What follows belongs to an exercise in optimizing a design on an open flow for small area and a short achievable clock period; a production flow would make more cautious choices.
The RTL was checked by simulation tests, not by an equivalence proof against the original design.
Power is estimated from default activity; no workload was simulated.

**flow/constraint.sdc**
```tcl
create_clock -name core_clock -period 6.0 [get_ports {clk}]
set_input_delay 1.2000 -clock core_clock [delete_from_list [all_inputs] [get_ports {clk}]]
set_output_delay 1.2000 -clock core_clock [all_outputs]
set_load 0.01 [all_outputs]
```
**flow/run.sh**
```bash
#!/bin/bash
# synth_recipe.tcl (not shown) runs the flow's synth.tcl, then flattens the netlist and writes it again
# the make line also repeats each setting of config.mk as NAME=value (left out here)
make -C /OpenROAD-flow-scripts/flow DESIGN_CONFIG=/design/flow/config.mk WORK_HOME=/design/flow/orfs CLKGATE_MAP_FILE= SYNTH_SCRIPT=/design/flow/synth_recipe.tcl finish
```
**flow/design.v**
```verilog
package llr_pkg;
    localparam int MSG_W    = 6;
    localparam int MAG_W    = MSG_W - 1;
    localparam int IDX_W    = 3;
    localparam int MAX_COLS = 8;
    localparam int REC_W    = 2 * MAG_W + IDX_W + MAX_COLS;
endpackage
package row_ctrl_pkg;
    localparam int LAYER_W = 2;
    localparam int ADDR_W  = 5;
endpackage
module check_msg_mem (
    input  logic        clk,
    input  logic        rst_n,
    input  logic [9:0]  rd_grp,     
    input  logic [3:0]  rd_sub,     
    output logic [4:0]  rd_min1,
    output logic [4:0]  rd_min2,
    output logic [7:0]  rd_hit,
    output logic [7:0]  rd_sgn,
    output logic        rd_written,
    input  logic [9:0]  wr_grp,     
    input  logic [3:0]  wr_sub,
    input  logic [20:0] wr_data
);
    logic [20:0] mem  [0:39];
    logic [39:0] wrt;
    logic [39:0] rsel;
    logic [39:0] wsel;
    logic [20:0] rd;
    logic        rd_wrt;
    for (genvar r = 0; r < 40; r++)
    begin : g_sel
        assign rsel[r] = rd_grp[r / 4] & rd_sub[r % 4];
        assign wsel[r] = wr_grp[r / 4] & wr_sub[r % 4];
    end
    always_ff @(posedge clk)
    begin
        for (int r = 0; r < 40; r++)
        begin
            mem[r] <= (mem[r] & {21{~wsel[r]}}) | (wr_data & {21{wsel[r]}});
            wrt[r] <= rst_n & (wrt[r] | wsel[r]);
        end
    end
    always_comb
    begin
        rd     = '0;
        rd_wrt = 1'b0;
        for (int r = 0; r < 40; r++)
        begin
            rd     = rd | (mem[r] & {21{rsel[r]}});
            rd_wrt = rd_wrt | (wrt[r] & rsel[r]);
        end
    end
    assign rd_min1    = rd[20:16];
    assign rd_min2    = rd[15:11];
    assign rd_sgn     = rd[7:0];
    assign rd_written = rd_wrt;
    for (genvar i = 0; i < 8; i++)
    begin : g_hit
        assign rd_hit[i] = (rd[10:8] == i);
    end
endmodule
module check_msg_recover (
    input  logic        written,    
    input  logic [4:0]  min1,
    input  logic [4:0]  min2,
    input  logic        hit,        
    input  logic        sg,         
    input  logic [5:0]  l,
    output logic [6:0]  t
);
    logic [4:0] m;
    logic [6:0] b;
    logic [7:0] s;
    assign m = ({5{written & hit}} & min2) | ({5{written & ~hit}} & min1);
    assign b = sg ? {2'b00, m} : ~{2'b00, m};
    assign s = {l[5], l, 1'b1} + {b, ~sg};
    assign t = s[7:1];
endmodule
module q_sign_mag (
    input  logic [6:0]  t,
    output logic        neg,
    output logic [4:0]  mag
);
    logic [5:0] tn;
    logic [5:0] a;
    assign neg = t[6];
    assign tn  = ~t[5:0] + 6'd1;
    assign a   = t[6] ? tn : t[5:0];
    assign mag = a[5] ? 5'd31 : a[4:0];
endmodule
module min_sum_merge #(
    parameter int IW = 1
) (
    input  logic [4:0]    a1,
    input  logic [4:0]    a2,
    input  logic [IW-1:0] ai,
    input  logic [4:0]    b1,
    input  logic [4:0]    b2,
    input  logic [IW-1:0] bi,
    output logic [4:0]    m1,
    output logic [4:0]    m2,
    output logic [IW:0]   mi
);
    logic c;
    assign c  = b1 < a1;
    assign m1 = c ? b1 : a1;
    assign mi = c ? {1'b1, bi} : {1'b0, ai};
    assign m2 = c ? ((a1 < b2) ? a1 : b2) : ((b1 < a2) ? b1 : a2);
endmodule
module min_sum_pairs (
    input  logic [39:0] mag,
    output logic [3:0]  lt
);
    for (genvar j = 0; j < 4; j++)
    begin : g_lt
        assign lt[j] = mag[5*(2*j+1) +: 5] < mag[5*(2*j) +: 5];
    end
endmodule
module min_sum_quads (
    input  logic [39:0] mag,
    input  logic [3:0]  lt,
    output logic [9:0]  h1,         
    output logic [9:0]  h2,
    output logic [3:0]  hi
);
    logic [4:0] p1 [0:3];
    logic [4:0] p2 [0:3];
    for (genvar j = 0; j < 4; j++)
    begin : g_pair
        assign p1[j] = lt[j] ? mag[5*(2*j+1) +: 5] : mag[5*(2*j) +: 5];
        assign p2[j] = lt[j] ? mag[5*(2*j) +: 5]   : mag[5*(2*j+1) +: 5];
    end
    for (genvar k = 0; k < 2; k++)
    begin : g_quad
        min_sum_merge #(.IW(1)) u_m (
            .a1 (p1[2*k]),   .a2 (p2[2*k]),   .ai (lt[2*k]),
            .b1 (p1[2*k+1]), .b2 (p2[2*k+1]), .bi (lt[2*k+1]),
            .m1 (h1[5*k +: 5]), .m2 (h2[5*k +: 5]), .mi (hi[2*k +: 2])
        );
    end
endmodule
module llr_update (
    input  logic [7:0]  neg,
    input  logic [39:0] mag,
    input  logic [4:0]  b,          
    input  logic [4:0]  min2,
    input  logic [2:0]  idx,
    input  logic        par,
    output logic [7:0]  s,
    output logic [39:0] a
);
    logic [6:0] xs;
    logic [4:0] x;
    assign xs = {1'b0, min2, 1'b1} + {1'b0, b, par};
    assign x  = (!par && xs[6]) ? 5'd31 : xs[5:1];
    for (genvar i = 0; i < 8; i++)
    begin : g_col
        logic [6:0] ys;
        logic [4:0] y;
        logic       hit;
        assign hit = (idx == i);
        assign ys  = {1'b0, mag[5*i +: 5], 1'b1} + {1'b0, b, par};
        assign y   = (!par && ys[6]) ? 5'd31 : ys[5:1];
        assign a[5*i +: 5] = hit ? x : y;
        assign s[i]        = neg[i] ^ (par & hit);
    end
endmodule
module llr_twos (
    input  logic        s,
    input  logic [4:0]  a,
    output logic [5:0]  o
);
    assign o = s ? -{1'b0, a} : {1'b0, a};
endmodule
module siso_row_unit (
    input  logic        clk,
    input  logic        rst_n,
    input  logic        req_valid,
    input  logic        req_layer,
    input  logic [4:0]  req_addr,
    input  logic [47:0] llr_in,
    output logic        rsp_valid,
    output logic        rsp_layer,
    output logic [4:0]  rsp_addr,
    output logic [47:0] llr_out
);
    logic        v    [1:8];
    logic        lay  [1:8];
    logic [4:0]  addr [1:8];
    logic [9:0]  rgrp1, wgrp6;
    logic [3:0]  rsub1, wsub6;
    logic [47:0] l1, l2;
    logic [4:0]  rm1, rm2, rm1_2, rm2_2;
    logic [7:0]  rhit, rsgn, rhit_2, rsgn_2;
    logic        rwrt, rwrt_2;
    logic [55:0] t, t3;
    logic [7:0]  neg, neg4, neg5, neg6;
    logic [39:0] mag, mag4, mag5, mag6;
    logic [3:0]  lt, lt4;
    logic [9:0]  h1, h2, h1_5, h2_5;
    logic [3:0]  hi, hi_5;
    logic [4:0]  min1, min2, b6, min2_6;
    logic [2:0]  idx, idx6;
    logic        par6;
    logic [7:0]  s, s7;
    logic [39:0] a, a7;
    logic [47:0] o;
    always_ff @(posedge clk)
    begin
        v[1]    <= rst_n & req_valid;
        lay[1]  <= req_layer;
        addr[1] <= req_addr;
        for (int k = 2; k <= 8; k++)
        begin
            v[k]    <= rst_n & v[k-1];
            lay[k]  <= lay[k-1];
            addr[k] <= addr[k-1];
        end
    end
    always_ff @(posedge clk)
    begin
        for (int g = 0; g < 10; g++)
        begin
            rgrp1[g] <= (req_layer == (g / 5)) && (req_addr[4:2] == (g % 5));
            wgrp6[g] <= rst_n && v[5] && (lay[5] == (g / 5)) && (addr[5][4:2] == (g % 5));
        end
        for (int b = 0; b < 4; b++)
        begin
            rsub1[b] <= (req_addr[1:0] == b);
            wsub6[b] <= (addr[5][1:0] == b);
        end
    end
    check_msg_mem u_mem (
        .clk      (clk),
        .rst_n    (rst_n),
        .rd_grp   (rgrp1),
        .rd_sub   (rsub1),
        .rd_min1  (rm1),
        .rd_min2  (rm2),
        .rd_hit   (rhit),
        .rd_sgn   (rsgn),
        .rd_written (rwrt),
        .wr_grp   (wgrp6),
        .wr_sub   (wsub6),
        .wr_data  ({b6 ^ {5{par6}}, min2_6, idx6, neg6 ^ {8{par6}}})
    );
    always_ff @(posedge clk)
    begin
        l1     <= llr_in;
        l2     <= l1;
        rm1_2  <= rm1;
        rm2_2  <= rm2;
        rhit_2 <= rhit;
        rsgn_2 <= rsgn;
        rwrt_2 <= rwrt;
    end
    for (genvar i = 0; i < 8; i++)
    begin : g_rec
        check_msg_recover u_rec (
            .written (rwrt_2),
            .min1 (rm1_2),
            .min2 (rm2_2),
            .hit  (rhit_2[i]),
            .sg   (rsgn_2[i]),
            .l    (l2[6*i +: 6]),
            .t    (t[7*i +: 7])
        );
    end
    always_ff @(posedge clk)
        t3 <= t;
    for (genvar i = 0; i < 8; i++)
    begin : g_q
        q_sign_mag u_q (
            .t   (t3[7*i +: 7]),
            .neg (neg[i]),
            .mag (mag[5*i +: 5])
        );
    end
    min_sum_pairs u_pairs (
        .mag (mag),
        .lt  (lt)
    );
    always_ff @(posedge clk)
    begin
        neg4 <= neg;
        mag4 <= mag;
        lt4  <= lt;
    end
    min_sum_quads u_quads (
        .mag (mag4),
        .lt  (lt4),
        .h1  (h1),
        .h2  (h2),
        .hi  (hi)
    );
    always_ff @(posedge clk)
    begin
        neg5 <= neg4;
        mag5 <= mag4;
        h1_5 <= h1;
        h2_5 <= h2;
        hi_5 <= hi;
    end
    min_sum_merge #(.IW(2)) u_row (
        .a1 (h1_5[4:0]), .a2 (h2_5[4:0]), .ai (hi_5[1:0]),
        .b1 (h1_5[9:5]), .b2 (h2_5[9:5]), .bi (hi_5[3:2]),
        .m1 (min1),    .m2 (min2),    .mi (idx)
    );
    always_ff @(posedge clk)
    begin
        neg6   <= neg5;
        mag6   <= mag5;
        b6     <= min1 ^ {5{^neg5}};
        min2_6 <= min2;
        idx6   <= idx;
        par6   <= ^neg5;
    end
    llr_update u_upd (
        .neg  (neg6),
        .mag  (mag6),
        .b    (b6),
        .min2 (min2_6),
        .idx  (idx6),
        .par  (par6),
        .s    (s),
        .a    (a)
    );
    always_ff @(posedge clk)
    begin
        s7 <= s;
        a7 <= a;
    end
    for (genvar i = 0; i < 8; i++)
    begin : g_out
        llr_twos u_twos (
            .s (s7[i]),
            .a (a7[5*i +: 5]),
            .o (o[6*i +: 6])
        );
    end
    always_ff @(posedge clk)
    begin
        if (rst_n && v[7])
            llr_out <= o;
        else
            llr_out <= '0;
    end
    assign rsp_valid = v[8];
    assign rsp_layer = lay[8];
    assign rsp_addr  = addr[8];
endmodule
module ldpc_row_top (
    input  logic        clk,
    input  logic        rst_n,
    input  logic        req_valid,
    input  logic [1:0]  req_layer,
    input  logic [4:0]  req_addr,
    input  logic [47:0] llr_in,
    output logic        rsp_valid,
    output logic [1:0]  rsp_layer,
    output logic [4:0]  rsp_addr,
    output logic [47:0] llr_out
);
    logic rsp_layer0;
    siso_row_unit u_row (
        .clk       (clk),
        .rst_n     (rst_n),
        .req_valid (req_valid),
        .req_layer (req_layer[0]),
        .req_addr  (req_addr),
        .llr_in    (llr_in),
        .rsp_valid (rsp_valid),
        .rsp_layer (rsp_layer0),
        .rsp_addr  (rsp_addr),
        .llr_out   (llr_out)
    );
    assign rsp_layer = {1'b0, rsp_layer0};
endmodule
```
**flow/config.mk**
```make
export PLATFORM = sky130hd
export DESIGN_NAME = ldpc_row_top
export DESIGN_NICKNAME = ldpc_row_top
export VERILOG_FILES = /design/flow/design.v
export SDC_FILE = /design/flow/constraint.sdc
export NUM_CORES = 4
export LEC_CHECK = 0
export CAP_MARGIN = 20
export CORE_MARGIN = 2
export CORE_UTILIZATION = 40
export CTS_CLUSTER_DIAMETER = 80
export CTS_CLUSTER_SIZE = 25
export SETUP_SLACK_MARGIN = 3.6
export SLEW_MARGIN = 20
```
==> results of run 1 <==
[power by group through the flow]
stage | clock network [uW] | logic (uW) | registers (uW)
after CTS | 5540 | 8440 | 13500
after global placement | 0 | 7780 | 13700
final | 5440 | 8880 | 13500
after global routing | 5870 | 9790 | 13600
after detailed placement | 0 | 7910 | 13700
after floorplan | 0 | 5640 | 13400
[synthesized netlist by cell type (all sizes together) (51+ instances only)]
library cell  count  area (um2)
edfxtp          840       25200
dfxtp           585       11700
a22oi           242        1820
nor2            170         638
ha              161        2010
a21oi           145         726
inv             126         473
nand2           121         454
mux2i           119        1190
xnor2           119        1040
clkbuf          103         387
xor2             89         780
buf              78         348
and2             75         472
a222oi           64         641
a22o             59         517
nand3            58         290
o21a             54         405
nor3             51         255
[metal layers]
layer	track usage	wire length, um
met4	0.0787	5390
met1	0.317	65900
met3	0.0390	15300
met5	0	30
met2	0.354	70900
[cell usage in the layout (no fill, tap or decap), types with 21 or more instances in the layout]
cell type,instances
dfxtp_2,32
dfxtp_4,29
mux2_2,21
a21o_1,43
dfxtp_1,524
buf_4,141
nand3_1,56
buf_12,21
a21oi_1,129
a22oi_1,242
a22o_1,59
a221oi_1,26
clkbuf_16,72
and2_1,59
nand2_1,120
mux2i_1,109
nand4_1,23
clkdlybuf4s50_1,55
o21ai_0,29
a32oi_1,28
edfxtp_1,840
xnor2_1,119
xor2_1,76
buf_2,48
o21a_1,54
ha_1,160
a31oi_1,27
nor3_1,49
a222oi_1,64
inv_1,120
nor2b_1,39
nor2_1,165
[cells by family after synthesis]
group                    count (synthesis)  synth area share
flip-flops                            1425             0.696
multiplexers                           143            0.0275
AO/OA/AOI/OAI                          852             0.119
buffers and inverters                  311            0.0230
XOR/XNOR                               208            0.0343
other                                    1         0.0000707
AND/OR/NAND/NOR                        628            0.0587
adder cells (fa/ha/maj)                170            0.0414
[timing repair]
| item | CTS | global route |
|---|---|---|
| setup endpoints to repair | 180 | 110 |
| buffers inserted | 45 | 47 |
| cloned | 4 | 0 |
| gates resized for setup | 409 | 85 |
| pin swaps | 11 | 36 |
[metrics by stage]
step | hold WS [ns] | std cells | util
after floorplan | 0.310 | 3738 | -
after global placement | 0.310 | 5513 | 0.429
after detailed placement | 0.312 | 5513 | 0.429
after CTS | 0.322 | 5671 | 0.452
after global routing | 0.325 | 5718 | 0.458
final | 0.323 | 5723 | 0.458
[final timing paths]
kind                  start              to  slack, ns  cells past startpoint
max reg2reg  u_row.rsub1[2]  u_row.rm2_2[4]       3.58                      6
min reg2reg  u_row.mag5[11]  u_row.mag6[11]       0.32                      0
min          u_row.mag5[11]  u_row.mag6[11]       0.32                      0
max          u_row.rsub1[2]  u_row.rm2_2[4]       3.58                      6
[cell type report]
class	instances	area, um2
diodes	5	12.5
inverters	130	523
clock buffers	93	1900
repair buffers	297	2790
flip-flops and latches	1425	37100
multi-input cells	2002	15500
well taps	1755	2200
clock inverters	16	206
fillers	11500	71400
==> flow_summary.toml, run 1 <==
[place]
portBuffers = 111
gp_congestion = 0.831
dp_slack_ns = 2.61
placed_cell_area_mm2 = 0.0565
dp_hpwl_um = 86500

[route]
vias_per_cell = 5.71
drt_iter0_markers = 4363
wire_per_inst_um = 27.5
ant_nets = 0
num_vias = 32700
routed_wl_um = 157000
dr.pass1.iters = 6
drc = 0

[sta]
slew_headroom = 0.197
final_hold_viol_count = 0
setup_ws_ns = 3.58
setup_tns_ns = 0
rsz0062_at_grt = "true"
period_needed_ns = 2.42
slew_viol_final = 0
finClkSkew_ns = 0.0318
period_share = 0.403
fmax_mhz = 414
setup_viol = 0
worst_pin_slew_ns = 1.20

[logic_synthesis]
yosysUniqueCellTypes = 66
syn_inst = 3738
syn_area_mm2 = 0.0531
syn-num-nets = 3966
ys_ff_latch = 1425
avgSynthCellArea_um2 = 14.2
synth_edf_count = 840
synth_warnings = 11
synthFlopType = "edfxtp_1"
async_reset_ff_frac = 0
ys_seq_area_frac = 0.696

[die]
die_height_um = 368
rows = 133
initial_core_util = 0.403
coreArea_mm2 = 0.132
pin_count = 114
die_x_um = 368
dieArea_mm2 = 0.136

[power]
p_sw_uw = 9230
pwr-share-clk = 0.196
p_per_area_mw_per_mm2 = 461
power.leakage_uw = 0.0210
finalPower_uw = 27800
peakVddDrop_mv = 0.441
internal_power_uw = 18600
pwr-share-comb = 0.319
p_seq_frac = 0.485
swShare = 0.332

[run]
maxCapViolCount = 0

[clocking]
clk_path_buf_depth = 3
cts_made_buffers = 70
clock_sinks = 1425
clock_latency_ns = 0.71
ctsHoldBuffers = 0
cts.reportedPaths.clkPinSlew_ns = 0.10
cts_tree = "yes"
clockRootBuffer = "clkbuf_16"
cts_htree_levels = 3

[setup_path]
critPathKind = "reg -> reg"
path_max_fanout = 19
cpMaxStageDelayCell = "nand4_1"
crit_family = "compound AO/OA/AOI/OAI gates"
critPathLaunchType = "flip-flop"
crit_chain = "buf_6 > a22o_1 > a222oi_1 > o211ai_1 > nor4_2 > nand4_1"
critPathRequiredTime_ns = 6.40
cp_num_buf_inv = 1
end_kind = "flip-flop"
crit_path_max_incr_delay_ns = 0.46
worstPathArrival_ns = 2.82

[cells_and_area]
fin_nets = 4154
fin_area_mm2 = 0.0603
drive_gt1_frac = 0.138
area_delta_synth_final_pct = 13.6

[grt]
grt_pass1_wl_um = 222000
grt_antenna_before_repair = 2
grt.overflow.total = 0
grt_max_degree = 56
grt_use_total = 0.226
grt_pass1_vias = 31200

[run_status]
status = "no timing/DRC/antenna violations"

[hold_path]
hold_class = "reg -> reg"
==> run 2, diff against run 1 <==
--- a/flow/config.mk
+++ b/flow/config.mk
@@ -8,7 +8,7 @@
 export CAP_MARGIN = 20
 export CORE_MARGIN = 2
-export CORE_UTILIZATION = 40
+export CORE_UTILIZATION = 60
 export CTS_CLUSTER_DIAMETER = 80
 export CTS_CLUSTER_SIZE = 25
-export SETUP_SLACK_MARGIN = 3.6
+export SETUP_SLACK_MARGIN = 3.7
 export SLEW_MARGIN = 20
==> flow_summary.toml, run 2 <==
[hold_path]
min_path_cells = 0
hold_class = "reg -> reg"
worstHoldStart = "u_row.l1[20]"

[setup_path]
critPathRequiredTime_ns = 6.53
critPathLaunchType = "flip-flop"
reg2reg_depth = 6
crit_start = "u_row.rsub1[2]"
r2r_start = "u_row.rsub1[2]"
end_kind = "flip-flop"
worstPathArrival_ns = 2.98
critPathKind = "reg -> reg"
path_max_fanout = 19

[cells_and_area]
fin_nets = 4243
area_delta_synth_final_pct = 15.5
antennaDiodeCount = 0
final_util = 0.697
final_common_cell = "edfxtp_1"
final_cell_mix = "edfxtp_1, dfxtp_1, a22oi_1"
drive_gt1_frac = 0.183

[logic_synthesis]
syn_inst = 3738
synth_top_cell_by_area = "edfxtp_1"
synth_edf_count = 840
synth_top_area_frac = 0.475
synthFlopType = "edfxtp_1"
synth_common_cells = "edfxtp_1, dfxtp_1, a22oi_1, nor2_1, ha_1"
avgSynthCellArea_um2 = 14.2
ys_seq_area_frac = 0.696
ys_ff_latch = 1425
synth_area_leaders = "edfxtp_1, dfxtp_1, ha_1"
syn-num-nets = 3966
yosysUniqueCellTypes = 66
syn_area_mm2 = 0.0531
async_reset_ff_frac = 0
synth.most_common_cell = "edfxtp_1"
synth_warnings = 11

[grt]
grt.overflow.total = 0
grt_use_total = 0.347
grt_antenna_before_repair = 3
grt_pass1_vias = 32900
grt_max_degree = 49
grt_pass1_wl_um = 225000

[die]
die_height_um = 301
dieArea_mm2 = 0.0908
initial_core_util = 0.603
die_x_um = 301
coreArea_mm2 = 0.0880
pin_count = 114
rows = 109

[run_status]
status = "no timing/DRC/antenna violations"

[route]
routed_wl_um = 163000
dr.pass1.iters = 7
drc = 0
drt_iter0_markers = 5467
wire_per_inst_um = 31.2
vias_per_cell = 6.56
ant_nets = 0
num_vias = 34300

[clocking]
ctsHoldBuffers = 0
cts_made_buffers = 68
clock_sinks = 1425
clk_path_buf_depth = 3
clock_latency_ns = 0.66
cts_htree_levels = 3
clockRootBuffer = "clkbuf_16"
cts_tree = "yes"
cts.reportedPaths.clkPinSlew_ns = 0.10

[place]
portBuffers = 111
gp_congestion = 0.869
dp_hpwl_um = 90200
dp_slack_ns = 2.83

[sta]
finClkSkew_ns = 0.0379
fmax_mhz = 409
hold_slack_ns = 0.326
slew_headroom = 0.226
slew_viol_final = 0
setup_viol = 0
period_share = 0.407
period_needed_ns = 2.44
setup_ws_ns = 3.56
worst_pin_slew_ns = 1.16
final_hold_viol_count = 0
rsz0062_at_grt = "true"
setup_tns_ns = 0

[power]
swShare = 0.335
p_sw_uw = 9510
p_seq_frac = 0.481
peakVddDrop_mv = 0.294
internal_power_uw = 18800
finalPower_uw = 28400
power.leakage_uw = 0.0216
pwr-share-comb = 0.335
pwr-share-clk = 0.184
p_per_area_mw_per_mm2 = 463

[run]
maxCapViolCount = 0
-- run 2: repair_timing --
action                                  in CTS  in global routing
endpoints found under the setup margin     188                156
cloned                                       8                 11
pin swaps                                   44                 90
gates resized for setup                    503                194
buffers inserted                            98                 60
-- run 2: kinds of logic after synthesis --
logic type                 after synthesis  share of synthesized area
buffers and inverters                  311                     0.0230
other                                    1                  0.0000707
adders and majority gates              170                     0.0414
and+or+nand+nor                        628                     0.0587
AOI/OAI and AO/OA                      852                      0.119
muxes                                  143                     0.0275
DFF                                   1425                      0.696
xor gates and xnor gates               208                     0.0343
-- run 2: area by class of cell --
cell class | instances | area [um2]
flip-flops and latches | 1425 | 37100
fillers | 5930 | 26700
multi-input cells | 2002 | 16100
repair buffers | 388 | 4040
clock buffers | 107 | 1900
well taps | 1165 | 1460
inverters | 130 | 520
clock inverters | 9 | 115
-- run 2: path summary, 6_finish.rpt --
| path | slack [ns] | end |
|---|---|---|
| setup / recovery | 3.56 | u_row.rhit_2[6] |
| hold / removal | 0.33 | u_row.l2[20] |
| setup reg to reg | 3.56 | u_row.rhit_2[6] |
| hold reg to reg | 0.33 | u_row.l2[20] |
-- run 2: stage by stage --
step	area [um2]	std cells
global placement	55900	4933
floorplan	53200	3738
detailed placement	55900	4933
global route	61300	5226
CTS	59700	5155
finish	61300	5226
-- run 2: layer usage --
layer | vias to the layer above | GRT usage | share of wire
met1 | 16800 | 0.500 | 0.39
met2 | 2409 | 0.516 | 0.43
li1 | 14700 | - | -
met4 | 0 | 0.131 | 0.041
met3 | 372 | 0.0808 | 0.14
met5 | - | 0 | 0
-- run 2: worst max-delay path, stage by stage (launching register included) --
cell     delay, ns
dfxtp_4       0.46
buf_6         0.22
a22oi_1       0.20
o22ai_1       0.14
or3_1         0.38
or4_4         0.66
and3b_1       0.22
-- run 2: power by group through the flow --
stage,Sequential [uW],Clock (uW),Combinational [uW]
2_1_floorplan,13400,0,5680
3_3_place_gp,13800,0,7530
3_5_place_dp,13900,0,7860
4_1_cts,13600,5270,8540
5_1_grt,13700,5610,10300
6_report,13600,5230,9490
==> run 3, diff against run 2 <==
--- a/flow/design.v
+++ b/flow/design.v
@@ -13,6 +13,5 @@
     input  logic        clk,
     input  logic        rst_n,
-    input  logic [9:0]  rd_grp,     
-    input  logic [3:0]  rd_sub,     
+    input  logic [39:0] rd_sel,     
     output logic [4:0]  rd_min1,
     output logic [4:0]  rd_min2,
@@ -21,10 +20,9 @@
     output logic        rd_written,
     input  logic [9:0]  wr_grp,     
-    input  logic [3:0]  wr_sub,
+    input  logic [3:0]  wr_sub,     
     input  logic [20:0] wr_data
 );
     logic [20:0] mem  [0:39];
     logic [39:0] wrt;
-    logic [39:0] rsel;
     logic [39:0] wsel;
     logic [20:0] rd;
@@ -32,5 +30,4 @@
     for (genvar r = 0; r < 40; r++)
     begin : g_sel
-        assign rsel[r] = rd_grp[r / 4] & rd_sub[r % 4];
         assign wsel[r] = wr_grp[r / 4] & wr_sub[r % 4];
     end
@@ -49,6 +46,6 @@
         for (int r = 0; r < 40; r++)
         begin
-            rd     = rd | (mem[r] & {21{rsel[r]}});
-            rd_wrt = rd_wrt | (wrt[r] & rsel[r]);
+            rd     = rd | (mem[r] & {21{rd_sel[r]}});
+            rd_wrt = rd_wrt | (wrt[r] & rd_sel[r]);
         end
     end
@@ -190,6 +187,7 @@
     logic        lay  [1:8];
     logic [4:0]  addr [1:8];
-    logic [9:0]  rgrp1, wgrp6;
-    logic [3:0]  rsub1, wsub6;
+    logic [39:0] rsel1;
+    logic [9:0]  wgrp6;
+    logic [3:0]  wsub6;
     logic [47:0] l1, l2;
     logic [4:0]  rm1, rm2, rm1_2, rm2_2;
@@ -222,20 +220,15 @@
     always_ff @(posedge clk)
     begin
+        for (int r = 0; r < 40; r++)
+            rsel1[r] <= (req_layer == (r / 20)) && (req_addr == (r % 20));
         for (int g = 0; g < 10; g++)
-        begin
-            rgrp1[g] <= (req_layer == (g / 5)) && (req_addr[4:2] == (g % 5));
             wgrp6[g] <= rst_n && v[5] && (lay[5] == (g / 5)) && (addr[5][4:2] == (g % 5));
-        end
         for (int b = 0; b < 4; b++)
-        begin
-            rsub1[b] <= (req_addr[1:0] == b);
             wsub6[b] <= (addr[5][1:0] == b);
-        end
     end
     check_msg_mem u_mem (
         .clk      (clk),
         .rst_n    (rst_n),
-        .rd_grp   (rgrp1),
-        .rd_sub   (rsub1),
+        .rd_sel   (rsel1),
         .rd_min1  (rm1),
         .rd_min2  (rm2),
--- a/flow/config.mk
+++ b/flow/config.mk
@@ -11,4 +11,4 @@
 export CTS_CLUSTER_DIAMETER = 80
 export CTS_CLUSTER_SIZE = 25
-export SETUP_SLACK_MARGIN = 3.7
+export SETUP_SLACK_MARGIN = 3.6
 export SLEW_MARGIN = 20
==> flow_summary.toml, run 3 <==
[run_status]
status = "no timing/DRC/antenna violations"

[sta]
setup_viol = 0
slew_viol_final = 0
finClkSkew_ns = 0.0406
fmax_mhz = 409
period_needed_ns = 2.44
setup_tns_ns = 0
worst_pin_slew_ns = 1.19
rsz0062_at_grt = "true"
period_share = 0.407
slew_headroom = 0.208
final_hold_viol_count = 0

[logic_synthesis]
synthFlopType = "edfxtp_1"
synth_edf_count = 840
synth_area_leaders = "edfxtp_1, dfxtp_1, a22oi_1"
syn_inst = 3682
synth_top_area_frac = 0.476
synth_top_cell_by_area = "edfxtp_1"
yosysUniqueCellTypes = 60
ys_seq_area_frac = 0.706
synth_common_cells = "edfxtp_1, dfxtp_1, a22oi_1, nor2_1, ha_1"
syn-num-nets = 3910
synth_warnings = 11
synth.most_common_cell = "edfxtp_1"
ys_ff_latch = 1451
syn_area_mm2 = 0.0530
avgSynthCellArea_um2 = 14.4
async_reset_ff_frac = 0

[place]
placed_cell_area_mm2 = 0.0559
portBuffers = 111
dp.cells = 4925
gp_congestion = 0.879
dp_hpwl_um = 91000

[cells_and_area]
final_util = 0.673
area_delta_synth_final_pct = 11.6
ff_latch_area_mm2 = 0.0375
fin_nets = 4136
final_cells = 5106
final_cell_mix = "edfxtp_1, dfxtp_1, a22oi_1"
final_common_cell = "edfxtp_1"
fillers = 6241
drive_gt1_frac = 0.136
multi_input_area_mm2 = 0.0152
fin_area_mm2 = 0.0592

[route]
drt_iter0_markers = 4919
num_vias = 33100
vias_per_cell = 6.49
ant_nets = 0
drc = 0
wire_per_inst_um = 30.9
dr.pass1.iters = 6
routed_wl_um = 158000

[power]
peakVddDrop_mv = 0.387
power.leakage_uw = 0.0210
p_per_area_mw_per_mm2 = 472
finalPower_uw = 27900

[clocking]
ctsHoldBuffers = 0
clock_latency_ns = 0.68
cts_htree_levels = 3
cts.reportedPaths.clkPinSlew_ns = 0.09
clk_path_buf_depth = 3
clockRootBuffer = "clkbuf_16"
cts_made_buffers = 69
cts_tree = "yes"
clock_sinks = 1451

[grt]
grt_use_total = 0.344
grt.overflow.total = 0
grt_max_degree = 49
grt_antenna_before_repair = 8
grt_pass1_wl_um = 221000
grt_pass1_vias = 31300

[die]
die_x_um = 301
initial_core_util = 0.603
rows = 109
die_height_um = 301
dieArea_mm2 = 0.0908
pin_count = 114
coreArea_mm2 = 0.0880

[hold_path]
min_path_cells = 0
min_to = "u_row.neg5[2]"
worstHoldStart = "u_row.neg4[2]"
hold_class = "reg -> reg"

[setup_path]
critPathRequiredTime_ns = 6.31
critPathLaunchType = "flip-flop"
worstPathArrival_ns = 2.75
reg2reg_to = "u_row.rwrt_2"
timing.reg2reg.setup_slack_ns = 3.56
reg2reg_depth = 5
critPathKind = "reg -> reg"
end_kind = "flip-flop"
path_max_fanout = 22
r2r_start = "u_row.rsel1[14]"

[run]
maxCapViolCount = 0
-- run 3: changes by cell type after synthesis, moves of 21 or more --
cell / before / now
dfxtp_1: 585 / 611
a222oi_1: 64 / 0
nand4_1: 23 / 91
a21oi_1: 145 / 108
a32oi_1: 28 / 0
a31oi_1: 27 / 4
nor2_1: 170 / 200
buf_1: 54 / 33
a22oi_1: 242 / 379
nand3_1: 58 / 25
clkbuf_1: 103 / 82
-- run 3: kinds of logic (layout without fill, tap and decap cells) --
| group | count (synthesis) | count (layout) | share of synthesized area |
|---|---|---|---|
| other | 1 | 2 | 0.0000707 |
| AOI/OAI and AO/OA | 780 | 780 | 0.108 |
| muxes | 138 | 138 | 0.0272 |
| DFF | 1451 | 1451 | 0.706 |
| adders and majority gates | 170 | 170 | 0.0414 |
| buffers and inverters | 271 | 529 | 0.0202 |
| and+or+nand+nor | 666 | 666 | 0.0634 |
| xor gates and xnor gates | 205 | 205 | 0.0339 |
-- run 3: timing repair --
action,CTS,global route
pin swaps,14,66
cloned,2,0
setup buffers,23,52
setup endpoints to repair,156,116
gates resized for setup,326,134
-- run 3: worst max path at each step --
stage                          startpoint           end  slack, ns  depth (start not counted)
after floorplan                u_row.par6   u_row.a7[0]       3.44                         12
after global placement         u_row.par6  u_row.a7[38]       2.67                          8
after detailed placement       u_row.par6  u_row.a7[24]       2.57                          9
after CTS                 u_row.rhit_2[5]  u_row.t3[41]       3.55                          9
after global routing      u_row.rsgn_2[0]   u_row.t3[6]       3.54                         10
final                     u_row.rsel1[14]  u_row.rwrt_2       3.56                          5
-- run 3: metrics by stage --
stage,setup slack (ns),hold slack (ns)
after detailed placement,2.57,0.312
final,3.56,0.331
after floorplan,3.44,0.310
after global placement,2.67,0.310
after CTS,3.55,0.333
after global routing,3.54,0.334
-- run 3: metal layers --
layer | part of all wire | global-route usage | vias to the layer above
met1 | 0.39 | 0.492 | 16300
met5 | 0.00028 | 0 | -
met3 | 0.13 | 0.0821 | 414
met4 | 0.042 | 0.121 | 6
li1 | - | - | 14200
met2 | 0.44 | 0.518 | 2165
-- run 3: area by class of cell --
type,instances,share of cell area
flip-flops and latches,1451,0.634
repair buffers,298,0.0418
clock inverters,10,0.00230
diodes,1,0.0000423
inverters,128,0.00837
well taps,1165,0.0246
clock buffers,93,0.0314
multi-input cells,1960,0.257
-- run 3: where the power goes --
group          switching, uW  internal (uW)
clock network           3030           2260
registers                972          12800
logic                   5210           3700
-- run 3: critical path: stages, from the launching register on --
cell and delay (ns):
dfxtp_1 0.30, buf_4 0.32, a22oi_1 0.32, nand4_1 0.20, nor4_4 0.37, nand4_1 0.55
==> run 4, diff against run 3 <==
--- a/flow/config.mk
+++ b/flow/config.mk
@@ -13,2 +13,3 @@
 export SETUP_SLACK_MARGIN = 3.6
 export SLEW_MARGIN = 20
+export TNS_END_PERCENT = 30
==> flow_summary.toml, run 4 <==
[run_status]
status = "no timing/DRC/antenna violations"

[logic_synthesis]
synth_top_area_frac = 0.476
ys_ff_latch = 1451
yosysUniqueCellTypes = 60
syn-num-nets = 3910
synthFlopType = "edfxtp_1"
ys_seq_area_frac = 0.706
synth_top_cell_by_area = "edfxtp_1"
async_reset_ff_frac = 0
avgSynthCellArea_um2 = 14.4
synth_area_leaders = "edfxtp_1, dfxtp_1, a22oi_1"
syn_area_mm2 = 0.0530
synth_warnings = 11
syn_inst = 3682
synth_common_cells = "edfxtp_1, dfxtp_1, a22oi_1, nor2_1, ha_1"
synth_edf_count = 840
synth.most_common_cell = "edfxtp_1"

[setup_path]
cpMaxStageDelayCell = "nor4_1"
critPathRequiredTime_ns = 6.37
crit_family = "simple AND/OR/NAND/NOR gates"
crit_path_max_incr_delay_ns = 0.45
crit_chain = "buf_4 > a22o_1 > a221oi_1 > nand3_1 > nor4_1 > nand4_1"
path_depth = 6
timing.reg2reg.setup_slack_ns = 3.49
r2r_start = "u_row.rsel1[39]"
cp_num_buf_inv = 1
worstPathArrival_ns = 2.88
end_kind = "flip-flop"
path_max_fanout = 22
reg2reg_to = "u_row.rm1_2[0]"
critPathLaunchType = "flip-flop"
reg2reg_depth = 6
critPathKind = "reg -> reg"
worstSetupEndpoint = "u_row.rm1_2[0]"
crit_start = "u_row.rsel1[39]"

[clocking]
clk_path_buf_depth = 3
clock_latency_ns = 0.67
clock_sinks = 1451
cts_tree = "yes"
cts.reportedPaths.clkPinSlew_ns = 0.10
cts_made_buffers = 69
cts_htree_levels = 3
clockRootBuffer = "clkbuf_16"

[run]
maxCapViolCount = 0

[cells_and_area]
fin_nets = 4135
final_cell_mix = "edfxtp_1, dfxtp_1, a22oi_1"
final_util = 0.675
drive_gt1_frac = 0.119
area_delta_synth_final_pct = 11.9
fin_area_mm2 = 0.0593
final_common_cell = "edfxtp_1"

[route]
dr.pass1.iters = 6
wire_per_inst_um = 30.9
vias_per_cell = 6.48
drt_iter0_markers = 4852
drc = 0
ant_nets = 0
num_vias = 33100
routed_wl_um = 158000

[place]
portBuffers = 111
gp_congestion = 0.879
dp_hpwl_um = 91000
placed_cell_area_mm2 = 0.0559

[power]
p_sw_uw = 9180
pwr-share-clk = 0.190
finalPower_uw = 27900
peakVddDrop_mv = 0.383
power.leakage_uw = 0.0211
pwr-share-comb = 0.317
swShare = 0.329
internal_power_uw = 18700
p_per_area_mw_per_mm2 = 470
p_seq_frac = 0.493

[die]
pin_count = 114
die_height_um = 301
die_x_um = 301
initial_core_util = 0.603
rows = 109
dieArea_mm2 = 0.0908
coreArea_mm2 = 0.0880

[sta]
setup_tns_ns = 0
setup_viol = 0
final_hold_viol_count = 0
slew_headroom = 0.231
rsz0062_at_grt = "true"
finClkSkew_ns = 0.0400
period_needed_ns = 2.51
slew_viol_final = 0
fmax_mhz = 398
period_share = 0.419
worst_pin_slew_ns = 1.15

[grt]
grt.overflow.total = 0
grt_use_total = 0.343
grt_pass1_wl_um = 221000
grt_antenna_before_repair = 8
grt_max_degree = 49
grt_pass1_vias = 31300

[hold_path]
hold_class = "reg -> reg"
-- run 4: layout make-up --
type	count	area, um2
tap	1165	1460
timing repair buffer	297	2710
antenna	1	2.50
clock inverter	10	136
sequential	1451	37500
multi-input combinational	1960	15200
inverter	128	492
clock buffer	93	1860
fill	6219	28600
-- run 4: per-stage QoR --
stage,hold slack (ns),std cells,setup WS [ns]
6_report,0.330,5105,3.49
3_3_place_gp,0.310,4925,2.67
2_1_floorplan,0.310,3682,3.44
4_1_cts,0.333,5047,3.54
3_5_place_dp,0.312,4925,2.57
5_1_grt,0.335,5105,3.47
-- run 4: power by group through the flow --
stage | registers [uW] | logic, uW | clock network, uW
floorplan | 13600 | 5740 | 0
global route | 13800 | 9700 | 5680
CTS | 13800 | 8290 | 5340
finish | 13700 | 8840 | 5290
detailed placement | 14000 | 7840 | 0
global placement | 13900 | 7470 | 0
-- run 4: how the worst min path moves through the flow --
| stage | slack [ns] | to | depth (start not counted) | start |
|---|---|---|---|---|
| floorplan | 0.31 | u_row.addr[2][0] | 0 | u_row.addr[1][0] |
| global route | 0.34 | u_row.l2[7] | 0 | u_row.l1[7] |
| global placement | 0.31 | u_row.addr[8][0] | 0 | u_row.addr[7][0] |
| finish | 0.33 | u_row.neg5[2] | 0 | u_row.neg4[2] |
| CTS | 0.33 | u_row.neg5[0] | 0 | u_row.neg4[0] |
| detailed placement | 0.31 | u_row.addr[8][0] | 0 | u_row.addr[7][0] |
-- run 4: worst reg2reg max path, cell delays in order (launching register included) --
cell	delay, ns
dfxtp_1	0.32
buf_4	0.32
a22o_1	0.30
a221oi_1	0.25
nand3_1	0.12
nor4_1	0.45
nand4_1	0.45
-- run 4: routing by layer --
layer / GRT usage / vias up / share of wire
met2: 0.516 / 2208 / 0.44
met3: 0.0814 / 415 / 0.13
met4: 0.124 / 8 / 0.041
li1: - / 14200 / -
met5: 0 / - / 0.00035
met1: 0.491 / 16300 / 0.39
-- run 4: repair_timing --
action / 4_1_cts / 5_1_grt
hold buffers: 0 / 0
resized for setup: 165 / 130
buffers inserted: 17 / 56
pin swaps: 10 / 58
gates cloned: 2 / 1
hold endpoints to repair: 0 / 0
setup endpoints to repair: 156 / 166
-- run 4: logic make-up after synthesis --
kind of cell / Yosys count / share of synthesized area
flops: 1451 / 0.706
compound gates: 780 / 0.108
simple gates: 666 / 0.0634
buf+inv: 271 / 0.0202
xor+xnor: 205 / 0.0339
fa+ha+maj: 170 / 0.0414
mux: 138 / 0.0272
other cells: 1 / 0.0000707
==> run 5, diff against run 4 <==
--- a/flow/config.mk
+++ b/flow/config.mk
@@ -11,5 +11,4 @@
 export CTS_CLUSTER_DIAMETER = 80
 export CTS_CLUSTER_SIZE = 25
-export SETUP_SLACK_MARGIN = 3.6
+export SETUP_SLACK_MARGIN = 3.8
 export SLEW_MARGIN = 20
-export TNS_END_PERCENT = 30
==> flow_summary.toml, run 5 <==
[logic_synthesis]
synth_fa_ha_area_frac = 0.0414
synth-simple-area-share = 0.0634
ys_seq_area_frac = 0.706
synthFlopType = "edfxtp_1"
synth_top_area_frac = 0.476
synthMuxAreaShare = 0.0272
synth_compound_area_frac = 0.108
syn_inst = 3682
syn_area_mm2 = 0.0530
synth_warnings = 11
syn-num-nets = 3910
synth_edf_count = 840
synth.most_common_cell = "edfxtp_1"
async_reset_ff_frac = 0
synth_area_leaders = "edfxtp_1, dfxtp_1, a22oi_1"
synth_top_family_by_area = "compound AO/OA/AOI/OAI gates"
ys_ff_latch = 1451
synth_common_cells = "edfxtp_1, dfxtp_1, a22oi_1, nor2_1, ha_1"
avgSynthCellArea_um2 = 14.4
synth_top_cell_by_area = "edfxtp_1"
yosysUniqueCellTypes = 60
synth-xor-area-share = 0.0339

[grt]
grt_pass1_vias = 32000
grt_max_degree = 49
grt_pass1_wl_um = 224000
grt_use_total = 0.351
grt_antenna_before_repair = 8
grt.overflow.total = 0

[route]
routed_wl_um = 164000
drc = 0
wire_per_inst_um = 31.4
ant_nets = 0
vias_per_cell = 6.48
dr.pass1.iters = 8
drt_iter0_markers = 4850
num_vias = 33800

[power]
finalPower_uw = 29400
p_sw_uw = 9840
p_seq_frac = 0.473
power.leakage_uw = 0.0219
peakVddDrop_mv = 0.292
p_per_area_mw_per_mm2 = 473
swShare = 0.335
internal_power_uw = 19500
pwr-share-comb = 0.349
pwr-share-clk = 0.178

[die]
dieArea_mm2 = 0.0908
initial_core_util = 0.603
pin_count = 114
die_height_um = 301
rows = 109
coreArea_mm2 = 0.0880
die_x_um = 301

[sta]
period_share = 0.395
setup_tns_ns = 0
worst_pin_slew_ns = 1.04
rsz0062_at_grt = "true"
setup_ws_ns = 3.63
period_needed_ns = 2.37
slew_headroom = 0.310
slew_viol_final = 0
final_hold_viol_count = 0
finClkSkew_ns = 0.0462
fmax_mhz = 422
setup_viol = 0

[cells_and_area]
final_cell_mix = "edfxtp_1, dfxtp_1, a22oi_1"
final_common_cell = "edfxtp_1"
fillers = 5821
drive_gt1_frac = 0.215
fin_nets = 4245
area_delta_synth_final_pct = 17.1

[setup_path]
path_max_fanout = 8
critPathRequiredTime_ns = 6.58
critPathLaunchType = "flip-flop"
end_kind = "flip-flop"
reg2reg_depth = 12
r2r_start = "u_row.par6"
critPathKind = "reg -> reg"
worstPathArrival_ns = 2.95
reg2reg_to = "u_row.a7[8]"
timing.reg2reg.setup_slack_ns = 3.63

[place]
dp_hpwl_um = 92000
dp_slack_ns = 2.59
gp_congestion = 0.871
portBuffers = 111

[clocking]
clk_path_buf_depth = 3
clockRootBuffer = "clkbuf_16"
cts_tree = "yes"
cts.reportedPaths.clkPinSlew_ns = 0.10
cts_htree_levels = 3
clock_latency_ns = 0.68
cts_made_buffers = 69
clock_sinks = 1451

[hold_path]
min_path_cells = 0
worstHoldStart = "u_row.l1[30]"
hold_class = "reg -> reg"
min_to = "u_row.l2[30]"

[run_status]
status = "no timing/DRC/antenna violations"

[run]
maxCapViolCount = 0
run 5: through the flow:
step,cell area (um2),util,hold slack (ns),cells
3_5_place_dp,56000,0.637,0.312,4924
5_1_grt,62100,0.706,0.335,5216
4_1_cts,60000,0.682,0.330,5141
6_report,62100,0.706,0.326,5220
2_1_floorplan,53200,-,0.310,3682
3_3_place_gp,56000,0.637,0.310,4924
run 5: worst max-delay path by stage:
stage / cells after the start / to / from
after floorplan: 12 / u_row.a7[0] / u_row.par6
after global placement: 8 / u_row.a7[23] / u_row.par6
after detailed placement: 8 / u_row.a7[33] / u_row.par6
after CTS: 12 / u_row.a7[33] / u_row.par6
after global routing: 12 / u_row.a7[8] / u_row.par6
final: 12 / u_row.a7[8] / u_row.par6
run 5: cell families (layout without fill, tap and decap cells):
kind of cell	Yosys count	count (layout)
buffers and inverters	271	640
other	1	5
multiplexers	138	138
XOR/XNOR	205	205
adder cells (fa/ha/maj)	170	170
AND/OR/NAND/NOR	666	666
flip-flops	1451	1451
AO/OA/AOI/OAI	780	780
run 5: critical path, cell delays in order, from the launching register on:
cell        delay, ns
dfxtp_4          0.37
buf_12           0.10
clkinvlp_4       0.14
buf_12           0.18
fa_2             0.35
nor2b_1          0.14
o21a_1           0.20
o21ai_4          0.08
a211oi_4         0.25
buf_6            0.17
a21oi_4          0.04
buf_12           0.15
a21oi_4          0.12
run 5: layout make-up:
type                            instances  area, um2  share of cell area
Inverter                              128        495             0.00798
Multi-Input combinational cell       1960      16400               0.264
Timing Repair Buffer                  407       4120              0.0663
Tap cell                             1165       1460              0.0235
Clock inverter                         10        109             0.00175
Sequential cell                      1451      37600               0.606
Antenna cell                            4       10.0            0.000161
Clock buffer                           95       1840              0.0297
run 5: metal layers:
metal,global-route usage,vias up,share of wire
met5,0,-,0.00016
met4,0.136,4,0.041
met3,0.0814,397,0.13
met2,0.529,2161,0.44
met1,0.497,16800,0.38
li1,-,14400,-
run 5: power by group through the flow:
stage / sequential (uW) / combinational (uW) / clock [uW]
5_1_grt: 14000 / 11100 / 5590
2_1_floorplan: 13600 / 5790 / 0
6_report: 13900 / 10200 / 5210
3_5_place_dp: 14000 / 7790 / 0
3_3_place_gp: 14000 / 7490 / 0
4_1_cts: 13800 / 9210 / 5250
run 5: timing repair:
| item | CTS | global route |
|---|---|---|
| cloned | 6 | 7 |
| buffers inserted | 106 | 68 |
| resized for setup | 561 | 336 |
| setup endpoints to repair | 191 | 198 |
| pin swaps | 121 | 161 |
| hold buffers | 0 | 0 |
==> run 6, diff against run 5 <==
--- a/flow/config.mk
+++ b/flow/config.mk
@@ -8,7 +8,7 @@
 export CAP_MARGIN = 20
 export CORE_MARGIN = 2
-export CORE_UTILIZATION = 60
+export CORE_UTILIZATION = 70
 export CTS_CLUSTER_DIAMETER = 80
 export CTS_CLUSTER_SIZE = 25
-export SETUP_SLACK_MARGIN = 3.8
+export SETUP_SLACK_MARGIN = 3.6
 export SLEW_MARGIN = 20
==> flow_summary.toml, run 6 <==
[logic_synthesis]
ys_seq_area_frac = 0.706
synth_top_family_by_area = "compound AO/OA/AOI/OAI gates"
synthMuxAreaShare = 0.0272
synth_top_cell_by_area = "edfxtp_1"
synth_fa_ha_area_frac = 0.0414
syn-num-nets = 3910
synth_compound_area_frac = 0.108
synth_edf_count = 840
synthFlopType = "edfxtp_1"
synth_top_area_frac = 0.476
avgSynthCellArea_um2 = 14.4
syn_area_mm2 = 0.0530
synth_common_cells = "edfxtp_1, dfxtp_1, a22oi_1, nor2_1, ha_1"
synth-simple-area-share = 0.0634
synth-xor-area-share = 0.0339
synth.most_common_cell = "edfxtp_1"
yosysUniqueCellTypes = 60
synth_area_leaders = "edfxtp_1, dfxtp_1, a22oi_1"
syn_inst = 3682
async_reset_ff_frac = 0
synth_warnings = 11
ys_ff_latch = 1451

[sta]
setup_viol = 0
rsz0062_at_grt = "true"
fmax_mhz = 403
finClkSkew_ns = 0.0342
slew_headroom = 0.174
hold_slack_ns = 0.322
slew_viol_final = 0
final_hold_viol_count = 0
worst_pin_slew_ns = 1.24
setup_tns_ns = 0
period_needed_ns = 2.48
period_share = 0.414

[place]
dp_hpwl_um = 87700
portBuffers = 111
gp_congestion = 0.882

[cells_and_area]
drive_gt1_frac = 0.122
final_common_cell = "edfxtp_1"
fillers = 4355
area_delta_synth_final_pct = 10.2
final_cell_mix = "edfxtp_1, dfxtp_1, a22oi_1"
fin_nets = 4107
final_util = 0.782

[die]
die_height_um = 279
rows = 100
coreArea_mm2 = 0.0747
pin_count = 114
die_x_um = 279
initial_core_util = 0.710
dieArea_mm2 = 0.0780

[clocking]
cts_tree = "yes"
cts.reportedPaths.clkPinSlew_ns = 0.10
clk_path_buf_depth = 3
clockRootBuffer = "clkbuf_16"
clock_latency_ns = 0.66
cts_htree_levels = 3
cts_made_buffers = 68
clock_sinks = 1451
ctsHoldBuffers = 0

[run]
maxCapViolCount = 0

[grt]
grt_pass1_wl_um = 214000
grt_use_total = 0.385
grt_antenna_before_repair = 5
grt.overflow.total = 0
grt_max_degree = 49
grt_pass1_vias = 32100

[setup_path]
r2r_start = "u_row.rsel1[34]"
crit_start = "u_row.rsel1[34]"
critPathLaunchType = "flip-flop"
end_kind = "flip-flop"
cpMaxStageDelayCell = "nand4_1"
critPathRequiredTime_ns = 6.29
cp_num_buf_inv = 1
crit_path_max_incr_delay_ns = 0.57
crit_family = "simple AND/OR/NAND/NOR gates"
critPathKind = "reg -> reg"
worstPathArrival_ns = 2.78
path_max_fanout = 22
crit_chain = "buf_4 > a22o_1 > a221oi_1 > nand3_1 > nor4_1 > nand4_1"

[route]
routed_wl_um = 152000
wire_per_inst_um = 31.1
ant_nets = 0
dr.pass1.iters = 6
drt_iter0_markers = 5853
num_vias = 33600
drc = 0
vias_per_cell = 6.85

[power]
power.leakage_uw = 0.0207
p_per_area_mw_per_mm2 = 472
peakVddDrop_mv = 0.308

[hold_path]
worstHoldStart = "u_row.addr[7][3]"
hold_class = "reg -> reg"

[run_status]
status = "no timing/DRC/antenna violations"
run 6: cell counts after synthesis:
No cell type changed its count.
run 6: final timing paths:
path                            to  slack [ns]  depth (start not counted)
setup / recovery      u_row.rwrt_2        3.52                          6
hold reg to reg   u_row.addr[8][3]        0.32                          0
setup reg to reg      u_row.rwrt_2        3.52                          6
hold / removal    u_row.addr[8][3]        0.32                          0
run 6: what timing repair did:
action,CTS,global route
pin swaps,15,41
gates resized for setup,259,136
gates cloned,0,1
buffers inserted,21,38
setup endpoints to repair,172,128
run 6: layer usage:
layer | share of wire | GRT usage | vias up
met3 | 0.16 | 0.108 | 581
met5 | 0.000059 | 0 | -
met1 | 0.36 | 0.534 | 16100
met2 | 0.43 | 0.569 | 2709
li1 | - | - | 14100
met4 | 0.057 | 0.182 | 2
run 6: through the flow:
step                      setup WS [ns]  total power (uW)  cells  area [um2]
after global routing               3.56             28800   4893       58400
after floorplan                    3.44             19400   3682       53100
after detailed placement           2.81             21700   4718       55600
final                              3.52             27600   4897       58400
after global placement             2.97             21200   4718       55600
after CTS                          3.50             27000   4854       58000
run 6: kinds of logic after synthesis:
family,Yosys count
xor gates and xnor gates,205
and+or+nand+nor,666
adders and majority gates,170
DFF,1451
other,1
buffers and inverters,271
AOI/OAI and AO/OA,780
muxes,138
run 6: where the power goes:
part	total [uW]	switching, uW	internal, uW
Sequential	13800	1020	12800
Combinational	8620	5080	3530
Clock	5150	2960	2190
Total	27600	9060	18500
run 6: area by class of cell:
type / instances / area, um2 / area share
flip-flops and latches: 1451 / 37600 / 0.643
well taps: 969 / 1210 / 0.0207
repair buffers: 270 / 2130 / 0.0364
clock buffers: 107 / 1850 / 0.0316
inverters: 128 / 495 / 0.00848
diodes: 4 / 10.0 / 0.000171
clock inverters: 8 / 108 / 0.00184
multi-input cells: 1960 / 15100 / 0.258
run 6: worst reg2reg max path, stage by stage, from the launching register on:
cell and delay (ns):
dfxtp_1 0.31, buf_4 0.30, a22o_1 0.31, a221oi_1 0.20
nand3_1 0.12, nor4_1 0.30, nand4_1 0.57
==> run 7, diff against run 6 <==
--- a/flow/config.mk
+++ b/flow/config.mk
@@ -8,7 +8,8 @@
 export CAP_MARGIN = 20
 export CORE_MARGIN = 2
-export CORE_UTILIZATION = 70
+export CORE_UTILIZATION = 60
 export CTS_CLUSTER_DIAMETER = 80
 export CTS_CLUSTER_SIZE = 25
+export PLACE_DENSITY = 0.7
 export SETUP_SLACK_MARGIN = 3.6
 export SLEW_MARGIN = 20
==> flow_summary.toml, run 7 <==
[power]
p_sw_uw = 9200
power.leakage_uw = 0.0208
finalPower_uw = 27800
pwr-share-comb = 0.315
p_seq_frac = 0.498
pwr-share-clk = 0.187
peakVddDrop_mv = 0.328
swShare = 0.331
p_per_area_mw_per_mm2 = 473
internal_power_uw = 18600

[logic_synthesis]
synth_area_leaders = "edfxtp_1, dfxtp_1, a22oi_1"
synth_edf_count = 840
synthFlopType = "edfxtp_1"
synth.most_common_cell = "edfxtp_1"
synth-simple-area-share = 0.0634
synth_top_cell_by_area = "edfxtp_1"
yosysUniqueCellTypes = 60
avgSynthCellArea_um2 = 14.4
syn_inst = 3682
synth_common_cells = "edfxtp_1, dfxtp_1, a22oi_1, nor2_1, ha_1"
synth_top_family_by_area = "compound AO/OA/AOI/OAI gates"
synth-xor-area-share = 0.0339
synthMuxAreaShare = 0.0272
async_reset_ff_frac = 0
syn_area_mm2 = 0.0530
syn-num-nets = 3910
synth_top_area_frac = 0.476
synth_compound_area_frac = 0.108
synth_warnings = 11
ys_seq_area_frac = 0.706
synth_fa_ha_area_frac = 0.0414
ys_ff_latch = 1451

[die]
coreArea_mm2 = 0.0880
pin_count = 114
die_x_um = 301
die_height_um = 301
initial_core_util = 0.603
dieArea_mm2 = 0.0908
rows = 109

[place]
dp.cells = 4912
gp_congestion = 0.880
dp_hpwl_um = 86900
portBuffers = 111

[clocking]
cts_tree = "yes"
clockRootBuffer = "clkbuf_16"
clock_latency_ns = 0.68
cts_made_buffers = 68
cts.reportedPaths.clkPinSlew_ns = 0.10
cts_htree_levels = 3
ctsHoldBuffers = 0
clk_path_buf_depth = 3
clock_sinks = 1451

[grt]
grt_pass1_wl_um = 217000
grt_use_met2 = 0.500
gr-usage-met3 = 0.0903
grt_pass1_vias = 31400
grt_use_total = 0.336
grt_antenna_before_repair = 6
grt_max_degree = 49
grt.busiest_layer = "met2"
grt.overflow.total = 0
grt_use_met1 = 0.477

[route]
num_vias = 33300
wire_per_inst_um = 30.6
dr.pass1.iters = 6
ant_nets = 0
vias_per_cell = 6.55
drt_iter0_markers = 5204
routed_wl_um = 155000
drc = 0

[sta]
finClkSkew_ns = 0.0348
setup_viol = 0
hold_slack_ns = 0.328
slew_viol_final = 0
period_share = 0.401
slew_headroom = 0.279
rsz0062_at_grt = "true"
setup_tns_ns = 0
worst_pin_slew_ns = 1.07
period_needed_ns = 2.41
final_hold_viol_count = 0
fmax_mhz = 416

[cells_and_area]
fillers = 6088
multi_input_area_mm2 = 0.0151
area_delta_synth_final_pct = 10.9
ff_latch_area_mm2 = 0.0376
final_util = 0.668
final_common_cell = "edfxtp_1"
fin_nets = 4105
final_cell_mix = "edfxtp_1, dfxtp_1, a22oi_1"
drive_gt1_frac = 0.128
final_cells = 5077

[run]
maxCapViolCount = 0

[setup_path]
critPathRequiredTime_ns = 6.45
cpMaxStageDelayCell = "nor4_4"
critPathLaunchType = "flip-flop"
path_max_fanout = 22
critPathKind = "reg -> reg"
crit_chain = "buf_4 > a22o_1 > a221oi_1 > nand3_1 > nor4_4 > nand4_1"
end_kind = "flip-flop"
crit_path_max_incr_delay_ns = 0.45
worstPathArrival_ns = 2.86

[run_status]
status = "no timing/DRC/antenna violations"

[hold_path]
hold_class = "reg -> reg"
## run 7: timing repair
| item | CTS | global route |
|---|---|---|
| gates resized for setup | 329 | 93 |
| setup buffers | 30 | 27 |
| gates cloned | 2 | 1 |
| pin swaps | 22 | 48 |
| setup endpoints to repair | 187 | 94 |
## run 7: per-stage QoR
step	worst slack, ns	cell area [um2]
6_report	3.59	58800
5_1_grt	3.49	58800
4_1_cts	3.52	58200
3_5_place_dp	2.54	55900
3_3_place_gp	2.64	55900
2_1_floorplan	3.44	53100
## run 7: final timing paths
path                    from             end  slack [ns]  cells after the start
max          u_row.rsel1[38]  u_row.rm2_2[4]        3.59                      6
min           u_row.mag5[25]  u_row.mag6[25]        0.33                      0
max reg2reg  u_row.rsel1[38]  u_row.rm2_2[4]        3.59                      6
min reg2reg   u_row.mag5[25]  u_row.mag6[25]        0.33                      0
## run 7: layout make-up
type,count,area share
Antenna cell,1,0.0000426
Inverter,128,0.00843
Tap cell,1165,0.0248
Timing Repair Buffer,268,0.0371
Multi-Input combinational cell,1960,0.257
Clock buffer,93,0.0311
Clock inverter,11,0.00228
Sequential cell,1451,0.639
## run 7: cell families after synthesis
logic type,Yosys count
buf+inv,271
simple gates,666
compound gates,780
flops,1451
mux,138
xor+xnor,205
fa+ha+maj,170
other cells,1
## run 7: metal layers
layer  share of wire  up-vias  routed length [um]
met5         0.00014        -                  22
met4           0.044        4                6770
met3            0.15      414               23100
met2            0.43     2460               67100
met1            0.37    16300               58200
li1                -    14100                   -
## run 7: power by group through the flow
| stage | Clock (uW) | Combinational (uW) | Sequential [uW] |
|---|---|---|---|
| floorplan | 0 | 5740 | 13600 |
| detailed placement | 0 | 7720 | 14000 |
| global placement | 0 | 7320 | 14000 |
| global route | 5570 | 9590 | 13900 |
| finish | 5200 | 8750 | 13800 |
| CTS | 5250 | 8180 | 13800 |
## run 7: critical path, delay by kind of cell, from the launching register on
family / cells / cell delay (ns)
DFF: 1 / 0.31
buffers and inverters: 1 / 0.31
AOI/OAI and AO/OA: 2 / 0.56
and+or+nand+nor: 3 / 0.99
==> run 8, diff against run 7 <==
--- a/flow/config.mk
+++ b/flow/config.mk
@@ -9,7 +9,6 @@
 export CORE_MARGIN = 2
 export CORE_UTILIZATION = 60
-export CTS_CLUSTER_DIAMETER = 80
-export CTS_CLUSTER_SIZE = 25
-export PLACE_DENSITY = 0.7
+export CTS_CLUSTER_DIAMETER = 100
+export CTS_CLUSTER_SIZE = 30
 export SETUP_SLACK_MARGIN = 3.6
 export SLEW_MARGIN = 20
==> flow_summary.toml, run 8 <==
[logic_synthesis]
synth_area_leaders = "edfxtp_1, dfxtp_1, a22oi_1"
async_reset_ff_frac = 0
ys_seq_area_frac = 0.706
synthFlopType = "edfxtp_1"
syn_area_mm2 = 0.0530
syn_inst = 3682
avgSynthCellArea_um2 = 14.4
yosysUniqueCellTypes = 60
ys_ff_latch = 1451
synth_common_cells = "edfxtp_1, dfxtp_1, a22oi_1, nor2_1, ha_1"
synth.most_common_cell = "edfxtp_1"
synth_top_area_frac = 0.476
synth_warnings = 11
synth_top_cell_by_area = "edfxtp_1"
syn-num-nets = 3910
synth_edf_count = 840

[route]
routed_wl_um = 157000
ant_nets = 0
drt_iter0_markers = 4942
vias_per_cell = 6.49
wire_per_inst_um = 30.8
dr.pass1.iters = 8
num_vias = 33100
drc = 0

[grt]
grt_use_total = 0.342
grt.overflow.total = 0
grt_pass1_wl_um = 220000
grt_pass1_vias = 31300
grt_max_degree = 49
grt_antenna_before_repair = 7

[cells_and_area]
final_cell_mix = "edfxtp_1, dfxtp_1, a22oi_1"
final_common_cell = "edfxtp_1"
drive_gt1_frac = 0.129
area_delta_synth_final_pct = 10.7
fin_nets = 4124

[place]
portBuffers = 111
dp_hpwl_um = 91000
dp_slack_ns = 2.57
gp_congestion = 0.879

[setup_path]
crit_family = "simple AND/OR/NAND/NOR gates"
critPathLaunchType = "flip-flop"
reg2reg_to = "u_row.rwrt_2"
path_max_fanout = 22
crit_chain = "buf_4 > a22oi_1 > nand4_1 > nor4_4 > nand4_1"
cpMostUsedCell = "nand4_1"
crit_path_max_incr_delay_ns = 0.60
critPathKind = "reg -> reg"
cp_num_buf_inv = 1
cpMaxStageDelayCell = "nand4_1"
path_depth = 5
end_kind = "flip-flop"
timing.reg2reg.setup_slack_ns = 3.52
critPathRequiredTime_ns = 6.33
worstPathArrival_ns = 2.82
crit_start = "u_row.rsel1[14]"
reg2reg_depth = 5
r2r_start = "u_row.rsel1[14]"
worstSetupEndpoint = "u_row.rwrt_2"

[clocking]
clock_latency_ns = 0.71
cts_made_buffers = 54
cts_htree_levels = 2
clock_sinks = 1451
cts.reportedPaths.clkPinSlew_ns = 0.12
ctsHoldBuffers = 0
cts_tree = "yes"
clockRootBuffer = "clkbuf_16"
clk_path_buf_depth = 3

[die]
coreArea_mm2 = 0.0880
die_x_um = 301
dieArea_mm2 = 0.0908
die_height_um = 301
pin_count = 114
rows = 109
initial_core_util = 0.603

[sta]
period_needed_ns = 2.48
finClkSkew_ns = 0.0500
slew_headroom = 0.208
period_share = 0.414
setup_tns_ns = 0
slew_viol_final = 0
hold_slack_ns = 0.332
worst_pin_slew_ns = 1.19
final_hold_viol_count = 0
setup_viol = 0
rsz0062_at_grt = "true"
setup_ws_ns = 3.52
fmax_mhz = 402

[run]
maxCapViolCount = 0

[power]
power.leakage_uw = 0.0208
p_per_area_mw_per_mm2 = 465
peakVddDrop_mv = 0.363

[hold_path]
hold_class = "reg -> reg"

[run_status]
status = "no timing/DRC/antenna violations"
-- run 8: cell counts after synthesis --
No cell type changed its count.
-- run 8: cell type report --
| class | instances | area, um2 |
|---|---|---|
| Sequential cell | 1451 | 37600 |
| Inverter | 128 | 495 |
| Multi-Input combinational cell | 1960 | 15200 |
| Clock buffer | 89 | 1500 |
| Antenna cell | 5 | 12.5 |
| Timing Repair Buffer | 301 | 2480 |
| Clock inverter | 4 | 57.6 |
| Tap cell | 1165 | 1460 |
| Fill cell | 6291 | 29200 |
-- run 8: through the flow --
| stage | instance area (um2) | std cells | utilization | power, uW |
|---|---|---|---|---|
| final | 58700 | 5103 | 0.668 | 27300 |
| after global routing | 58700 | 5099 | 0.667 | 28600 |
| after CTS | 57900 | 5046 | 0.658 | 26800 |
| after detailed placement | 55900 | 4925 | 0.636 | 21800 |
| after global placement | 55900 | 4925 | 0.636 | 21400 |
| after floorplan | 53100 | 3682 | - | 19400 |
-- run 8: logic make-up after synthesis --
group	after synthesis	synth area share
DFF	1451	0.706
AOI/OAI and AO/OA	780	0.108
and+or+nand+nor	666	0.0634
buffers and inverters	271	0.0202
xor gates and xnor gates	205	0.0339
adders and majority gates	170	0.0414
muxes	138	0.0272
other	1	0.0000707
-- run 8: layer usage --
layer / GRT usage / up-vias / wire length, um
li1: - / 14200 / -
met1: 0.492 / 16400 / 61400
met2: 0.517 / 2169 / 69400
met3: 0.0724 / 390 / 19700
met4: 0.125 / 2 / 6620
met5: 0 / - / 13
-- run 8: how the worst min path moves through the flow --
stage,start,end,slack (ns),depth (start not counted)
2_1_floorplan,u_row.addr[1][0],u_row.addr[2][0],0.31,0
3_3_place_gp,u_row.addr[7][0],u_row.addr[8][0],0.31,0
3_5_place_dp,u_row.addr[7][0],u_row.addr[8][0],0.31,0
4_1_cts,u_row.lay[7],u_row.lay[8],0.33,0
5_1_grt,u_row.mag5[0],u_row.mag6[0],0.34,0
6_report,u_row.neg4[0],u_row.neg5[0],0.33,0
-- run 8: power breakdown --
group	internal (uW)	leakage (uW)	switching (uW)	total (uW)
Clock	1750	0.000743	2870	4620
Combinational	3720	0.00771	5220	8930
Sequential	12800	0.0123	959	13700
-- run 8: what timing repair did --
| action | in CTS | in global routing |
|---|---|---|
| gates cloned | 2 | 0 |
| pin swaps | 15 | 49 |
| setup buffers | 26 | 52 |
| setup endpoints to repair | 156 | 100 |
| resized for setup | 341 | 102 |

## separate check: timing with driven ports
In the flow no input, the clock included, has a driving cell. The finished layouts below were timed again as built, in two steps. Step 1 (the two cells are an assumption about what drives the block):
set clk [get_ports {clk}]
set_driving_cell -lib_cell sky130_fd_sc_hd__clkbuf_16 $clk
set_driving_cell -lib_cell sky130_fd_sc_hd__buf_2 [delete_from_list [all_inputs] $clk]
Step 2 also shifts input and output timing later by t, the mid clock arrival at the registers, as if the neighbouring blocks saw the same clock. Slacks: ideal / step 1 / step 2; pairs: ideal / step 1.
run | shift t [ns] | slack for setup (ns) | hold WS [ns]
run 1 | 0.760 | 3.585 / 3.545 / 3.099 | 0.323 / 0.323 / 0.323
run 2 | 0.719 | 3.557 / 3.557 / 3.182 | 0.326 / 0.326 / 0.326
run 3 | 0.725 | 3.557 / 3.557 / 3.066 | 0.331 / 0.331 / 0.331
run 4 | 0.722 | 3.488 / 3.488 / 3.001 | 0.330 / 0.330 / 0.330
run 5 | 0.724 | 3.630 / 3.627 / 3.184 | 0.326 / 0.326 / 0.326
run 6 | 0.714 | 3.516 / 3.516 / 3.079 | 0.322 / 0.322 / 0.322
run 7 | 0.736 | 3.593 / 3.593 / 3.094 | 0.328 / 0.328 / 0.328
run 8 | 0.754 | 3.515 / 3.515 / 3.080 | 0.332 / 0.332 / 0.332
After both steps setup and hold are still met in every run listed. The setup slack of run 7, which loses most, moves by 0.000 ns with the drivers and by -0.499 ns with both steps.
